This design comes from an exercise in tuning for small area on the open sky130 flow, not from production work. In this exercise RTL edits were held to simulation tests only and were not proved equivalent to the original. No activity file was given, so power comes from the tool's default toggle rates.

$ cat flow/design.v
module level_loader #(
  parameter int N_GROUND = 16,
  parameter int N_FENCE  = 16,
  parameter int N_SPIKE  = 6
) (
  input  logic                      Clk,
  input  logic                      reset_n,
  input  logic                      load_req,
  input  logic [2:0]                level_id,
  input  logic                      frame_start,
  output logic                      rom_en,
  output logic [8:0]                rom_addr,
  input  logic [28:0]               rom_data,
  output logic                      busy,
  output logic                      done,
  output logic [N_GROUND-1:0][28:0] info_ground,
  output logic [N_FENCE-1:0][28:0]  info_fence,
  output logic [N_SPIKE-1:0][20:0]  info_spince,
  output logic [1:0][9:0]           info_exit
);
  localparam int FENCE_BASE = N_GROUND;
  localparam int SPIKE_BASE = N_GROUND + N_FENCE;
  localparam int EXIT_BASE  = SPIKE_BASE + N_SPIKE;
  localparam logic [5:0] LAST_WORD = 6'(EXIT_BASE + 1);
  typedef enum logic [1:0] {IDLE, READ, DRAIN, PEND} state_t;
  state_t state_q, state_d;
  logic [5:0] cnt_q, cnt_d;
  logic [2:0] id_q, id_d;
  logic       rd_vld_q, rd_vld_d;    
  logic [5:0] rd_idx_q, rd_idx_d;    
  logic       done_q, done_d;
  logic [N_GROUND-1:0][28:0] sh_ground_q, sh_ground_d;
  logic [N_FENCE-1:0][28:0]  sh_fence_q, sh_fence_d;
  logic [N_SPIKE-1:0][20:0]  sh_spike_q, sh_spike_d;
  logic [1:0][9:0]           sh_exit_q, sh_exit_d;
  logic [N_GROUND-1:0][28:0] info_ground_q, info_ground_d;
  logic [N_FENCE-1:0][28:0]  info_fence_q, info_fence_d;
  logic [N_SPIKE-1:0][20:0]  info_spike_q, info_spike_d;
  logic [1:0][9:0]           info_exit_q, info_exit_d;
  always_comb begin
    state_d       = state_q;
    cnt_d         = cnt_q;
    id_d          = id_q;
    done_d        = 1'b0;
    rd_vld_d      = (state_q == READ);
    rd_idx_d      = cnt_q;
    sh_ground_d   = sh_ground_q;
    sh_fence_d    = sh_fence_q;
    sh_spike_d    = sh_spike_q;
    sh_exit_d     = sh_exit_q;
    info_ground_d = info_ground_q;
    info_fence_d  = info_fence_q;
    info_spike_d  = info_spike_q;
    info_exit_d   = info_exit_q;
    case (state_q)
      IDLE: begin
        if (load_req) begin
          id_d    = level_id;
          cnt_d   = 6'd0;
          state_d = READ;
        end
      end
      READ: begin
        if (cnt_q == LAST_WORD) state_d = DRAIN;
        else                    cnt_d   = cnt_q + 6'd1;
      end
      DRAIN: state_d = PEND;
      PEND: begin
        if (frame_start) begin
          info_ground_d = sh_ground_q;
          info_fence_d  = sh_fence_q;
          info_spike_d  = sh_spike_q;
          info_exit_d   = sh_exit_q;
          done_d        = 1'b1;
          state_d       = IDLE;
        end
      end
      default: state_d = IDLE;
    endcase
    if (rd_vld_q) begin
      for (int i = 0; i < N_GROUND; i++)
        if (rd_idx_q == 6'(i)) sh_ground_d[i] = rom_data;
      for (int i = 0; i < N_FENCE; i++)
        if (rd_idx_q == 6'(FENCE_BASE + i)) sh_fence_d[i] = rom_data;
      for (int i = 0; i < N_SPIKE; i++)
        if (rd_idx_q == 6'(SPIKE_BASE + i)) sh_spike_d[i] = rom_data[20:0];
      for (int i = 0; i < 2; i++)
        if (rd_idx_q == 6'(EXIT_BASE + i)) sh_exit_d[i] = rom_data[9:0];
    end
  end
  always_ff @(posedge Clk or negedge reset_n) begin
    if (!reset_n) begin
      state_q       <= IDLE;
      cnt_q         <= '0;
      id_q          <= '0;
      rd_vld_q      <= 1'b0;
      rd_idx_q      <= '0;
      done_q        <= 1'b0;
      sh_ground_q   <= '0;
      sh_fence_q    <= '0;
      sh_spike_q    <= '0;
      sh_exit_q     <= '0;
      info_ground_q <= '0;
      info_fence_q  <= '0;
      info_spike_q  <= '0;
      info_exit_q   <= '0;
    end else begin
      state_q       <= state_d;
      cnt_q         <= cnt_d;
      id_q          <= id_d;
      rd_vld_q      <= rd_vld_d;
      rd_idx_q      <= rd_idx_d;
      done_q        <= done_d;
      sh_ground_q   <= sh_ground_d;
      sh_fence_q    <= sh_fence_d;
      sh_spike_q    <= sh_spike_d;
      sh_exit_q     <= sh_exit_d;
      info_ground_q <= info_ground_d;
      info_fence_q  <= info_fence_d;
      info_spike_q  <= info_spike_d;
      info_exit_q   <= info_exit_d;
    end
  end
  assign rom_en      = (state_q == READ);
  assign rom_addr    = {id_q, cnt_q};
  assign busy        = (state_q != IDLE);
  assign done        = done_q;
  assign info_ground = info_ground_q;
  assign info_fence  = info_fence_q;
  assign info_spince = info_spike_q;
  assign info_exit   = info_exit_q;
endmodule
$ cat flow/run.sh
#!/bin/bash
# synth_recipe.tcl (not shown) runs the flow's synth.tcl, then flattens the netlist and writes it again
# the make line also repeats each setting of config.mk as NAME=value (left out here)
make -C /OpenROAD-flow-scripts/flow DESIGN_CONFIG=/design/flow/config.mk WORK_HOME=/design/flow/orfs CLKGATE_MAP_FILE= SYNTH_SCRIPT=/design/flow/synth_recipe.tcl finish
$ cat flow/config.mk
export PLATFORM = sky130hd
export DESIGN_NAME = level_loader
export DESIGN_NICKNAME = level_loader
export VERILOG_FILES = /design/flow/design.v
export SDC_FILE = /design/flow/constraint.sdc
export NUM_CORES = 4
export LEC_CHECK = 0
export CAP_MARGIN = 20
export CORE_MARGIN = 2
export CORE_UTILIZATION = 40
export SLEW_MARGIN = 20
$ cat flow/constraint.sdc
create_clock -name core_clock -period 5.0 [get_ports {Clk}]
set_input_delay 1.0000 -clock core_clock [delete_from_list [all_inputs] [get_ports {Clk}]]
set_output_delay 1.0000 -clock core_clock [all_outputs]
set_load 0.01 [all_outputs]
==> run_results.csv <==
group,metric,value,unit
setup_path,crit_start,"state_q[1]",
setup_path,critPathMaxFanout,14,
sta,max_slew.worst_pin.slew,1.17,ns
yosys,synth.yosys.warnings,1,
die,floorplan.initialDensity,0.402,
global_route,use_met3,0.0457,
die,floorplan.core_area,0.202,mm2
sta,finalSetupViolations,0,
setup_path,kind_of_critical_path,"reg2out",
die,die_w,454,um
worst_hold_path,worst_hold_path_type,"in2async",
clocking,cts_hold_buf,0,
routing,drt_iter0_drc,4882,
place,dpl-instance-area,0.0950,mm2
global_route,grt_use_met1,0.333,
yosys,synthCells,7039,
die,rows,165,
clocking,clk_path_buf_depth,3,
global_route,grt_overflow_total,0,
setup_path,required,4.00,ns
yosys,synth_area,0.0811,mm2
routing,vias,55200,
yosys,yosys_register_bits,2167,
routing,final_antenna_net_count,0,
sta,rsz0062_at_grt,"no",
sta,max_slew_violation_total_from_the_final_report,0,
cells_and_area,stdcell_count,10900,
global_route,top_usage_layer_grt,"met2",
clocking,cts_resized,0,
global_route,grt_util_met2,0.430,
setup_path,startpoint_kind_of_the_worst_setup_timing_path,"flop",
clocking,clock_pin_slew_on_the_worst_setup_and_hold_paths,0.06,ns
power,max-vdd-ir-drop,0.000315,V
die,dieHeight,454,um
place,gp_routability_congestion,0.826,
power,power_density,349,mW/mm2
global_route,largest_net_degree_at_the_start_of_global_routing,222,
clocking,htree_levels,4,
yosys,number_of_flops_mapped_to_enable_cells_by_yosys,0,
global_route,grt_first_pass_wirelength,392000,um
routing,drt_drc_violations_left,0,
yosys,synth.lib_cells_used.distinct,37,
place,numPlacedInstances,10500,
clocking,clock-sinks,2167,
cells_and_area,area.growth.synth_to_final,26.1,%
routing,routed_wire_length_per_instance,25.3,um
clocking,post_cts.repair.setup_buffers,0,
yosys,synth_flop_cell,"sky130_fd_sc_hd__dfrtp_1",
setup_path,worst_r2r_startpoint,"rd_idx_q[5]",
sta,worst_slew_margin_rel,0.220,
setup_path,reg2reg_depth,5,
cells_and_area,final_core_utilization,0.507,
cells_and_area,finalNetCount,8083,
place,dpl_worst_slack,1.45,ns
setup_path,endpoint_kind,"output pin",
setup_path,rrSetupSlack,1.89,ns
power,cellLeakagePower,49.5,nW
yosys,syn-num-nets,7081,
yosys,synth.avg_cell_area,11.5,um2
sta,clock_skew,0.0582,ns
sta,hold_violations,0,
yosys,yosysSeqAreaShare,0.669,
sta,min_period_over_period,0.779,
clocking,tritoncts_clock_tree,"yes",
setup_path,timing.critical_path.arrival,2.89,ns
routing,drt_first_pass_iters,5,
cells_and_area,post_route_cells_drive_above_1_share,0.195,
setup_path,capturing_element_of_the_worst_setup_path,"rom_en",
yosys,synth-async-reset-ratio,1.00,
sta,min_period,3.89,ns
clocking,cts_made_buffers,219,
global_route,first_global_vias,54800,
job,drv_cap,0,
clocking,clk_root_buffer_cell,"sky130_fd_sc_hd__clkbuf_16",
sta,fin_tns_setup,0,ns
global_route,track_usage,0.263,
sta,clock.fmax,257,MHz
routing,finalWirelength,275000,um
power,power_total,35.6,mW
die,fp.dieArea,0.206,mm2
setup_path,worstReg2RegEnd,"sh_ground_q[387]",
die,io_pins,1122,
clocking,clock_insertion_delay_worst_skew,0.88,ns
global_route,antenna_found_initial,36,
routing,dr_vias_cell,5.06,
status,run_status,"timing/DRC/antenna clean",
place,place.detailed.hpwl,175000,um
cells_and_area,design_area,0.102,mm2
sta,whs,0.116,ns
sta,layout_setup_ws,1.11,ns
place,place.port_buffers,1121,
placed cells by master (no fill, tap or decap), types with 2 or more instances in the layout:
master                            synthesis  final
sky130_fd_sc_hd__inv_6                    0      3
sky130_fd_sc_hd__mux2_4                  10     10
sky130_fd_sc_hd__nand2_2                  0      5
sky130_fd_sc_hd__nand2b_2                 0      2
sky130_fd_sc_hd__nand3_1                  9      9
sky130_fd_sc_hd__mux2_2                1067   1067
sky130_fd_sc_hd__buf_2                   85     13
sky130_fd_sc_hd__bufinv_16                0      6
sky130_fd_sc_hd__clkinvlp_4               0      3
sky130_fd_sc_hd__nand2_1               3251   3245
sky130_fd_sc_hd__clkinv_8                 0      3
sky130_fd_sc_hd__clkinv_2                 0     47
sky130_fd_sc_hd__ha_1                     6      6
sky130_fd_sc_hd__a21oi_1                  2      2
sky130_fd_sc_hd__clkbuf_16                0    220
sky130_fd_sc_hd__inv_1                    6      6
sky130_fd_sc_hd__nor2_2                   0      4
sky130_fd_sc_hd__nor2_4                   0      6
sky130_fd_sc_hd__nor2b_1                  5      3
sky130_fd_sc_hd__o21ai_0                  5      5
sky130_fd_sc_hd__buf_16                   0      3
sky130_fd_sc_hd__clkbuf_1               344     55
sky130_fd_sc_hd__nand4_1                  2      2
sky130_fd_sc_hd__clkbuf_8                 0     51
sky130_fd_sc_hd__dfrtp_1               2167   2167
sky130_fd_sc_hd__nor2_1                  15      5
sky130_fd_sc_hd__clkdlybuf4s50_1          0   1091
sky130_fd_sc_hd__nor3_2                   0      2
sky130_fd_sc_hd__diode_2                  0     12
sky130_fd_sc_hd__nand2b_1                 5      3
sky130_fd_sc_hd__buf_12                   0     28
sky130_fd_sc_hd__nor2b_4                  0      2
sky130_fd_sc_hd__clkinv_16                0      4
sky130_fd_sc_hd__and3b_1                  3      3
sky130_fd_sc_hd__inv_16                   0      4
sky130_fd_sc_hd__nor3_1                   7      5
sky130_fd_sc_hd__buf_4                   16    108
metal layers:
layer  routed length, um  share of wire
met2              135000           0.49
met4               16300          0.059
met5                   0              0
met3               17100          0.062
met1              107000           0.39
worst max-delay path, stage by stage (launching register included):
cell	delay (ns)
sky130_fd_sc_hd__dfrtp_1	0.41
sky130_fd_sc_hd__inv_1	0.11
sky130_fd_sc_hd__ha_1	0.49
sky130_fd_sc_hd__clkdlybuf4s50_1	1.00
report_power, final:
part	internal [mW]	total, mW	switching (mW)
registers	18.0	18.2	0.214
clock network	9.18	16.2	7.04
logic	0.384	1.20	0.818
total	27.5	35.6	8.07
synthesized netlist by cell type (2+ instances only):
master	number	area (um2)
sky130_fd_sc_hd__nand2_1	3251	12200
sky130_fd_sc_hd__dfrtp_1	2167	54200
sky130_fd_sc_hd__mux2_2	1067	12000
sky130_fd_sc_hd__clkbuf_1	344	1290
sky130_fd_sc_hd__buf_2	85	425
sky130_fd_sc_hd__buf_4	16	120
sky130_fd_sc_hd__nor2_1	15	56.3
sky130_fd_sc_hd__buf_1	13	48.8
sky130_fd_sc_hd__mux2_4	10	150
sky130_fd_sc_hd__nand3_1	9	45.0
sky130_fd_sc_hd__nor3_1	7	35.0
sky130_fd_sc_hd__ha_1	6	75.1
sky130_fd_sc_hd__inv_1	6	22.5
sky130_fd_sc_hd__nand2b_1	5	31.3
sky130_fd_sc_hd__nor2b_1	5	31.3
sky130_fd_sc_hd__o21ai_0	5	25.0
sky130_fd_sc_hd__buf_6	4	45.0
sky130_fd_sc_hd__and3b_1	3	26.3
sky130_fd_sc_hd__a21oi_1	2	10.0
sky130_fd_sc_hd__nand4_1	2	12.5
state kept, by name, summed over array words and instances, names as in the netlist:
register and flops:
id_q 3, cnt_q 6, sh_exit_q 20, info_exit_q 20, sh_ground_q 464, sh_fence_q 464, sh_spike_q 126, info_ground_q 464
rd_vld_q 1, state_q 2, rd_idx_q 6, info_fence_q 464, done_q 1, info_spike_q 126
layout make-up:
type                    count  area (um2)
inverters                   7        33.8
multi-input cells        4403       25000
clock buffers             326        6410
fillers                 17800       99500
flip-flops and latches   2167       54200
diodes                     12        30.0
repair buffers           1243       12400
well taps                2672        3340
clock inverters            71         722
cells by family (layout without fill, tap and decap cells):
family / count (synthesis) / count (layout) / synth area share
AOI/OAI and AO/OA: 10 / 10 / 0.000726
other: 0 / 12 / 0
buffers and inverters: 469 / 1647 / 0.0241
adders and majority gates: 6 / 6 / 0.000926
DFF: 2167 / 2167 / 0.669
and+or+nand+nor: 3308 / 3308 / 0.155
muxes: 1079 / 1079 / 0.150
how the worst min path moves through the flow:
stage	slack, ns	cells past startpoint	startpoint	to
finish	0.12	1	reset_n	info_ground_q[343]
global route	0.14	1	reset_n	sh_ground_q[342]
CTS	0.15	1	reset_n	info_ground_q[343]
detailed placement	0.44	2	sh_exit_q[6]	info_exit_q[6]
global placement	0.44	2	sh_fence_q[201]	info_fence_q[201]
floorplan	0.43	2	sh_exit_q[0]	info_exit_q[0]

==> afterwards: timing with drivers on the ports <==
No port has a modelled driver above. Below, the same layout with a new extraction and two added sets of constraints. Step 1 (the two cells are an assumption about what drives the block):
set clk [get_ports {Clk}]
set_driving_cell -lib_cell sky130_fd_sc_hd__clkbuf_16 $clk
set_driving_cell -lib_cell sky130_fd_sc_hd__buf_2 [delete_from_list [all_inputs] $clk]
Step 2 also shifts input and output timing later by t, the mid clock arrival at the registers, as if the neighbouring blocks saw the same clock. Slacks: ideal / step 1 / step 2; pairs: ideal / step 1.
t (ns): 0.936
setup slack, ns: 1.107 / 1.017 / 1.472
worst data-port slew with drivers (ns): 0.08
cell pins on the clock port's net: 1
After both steps setup and hold are still met in this run. The setup slack of this run moves by -0.090 ns with the drivers and by +0.365 ns with both steps.
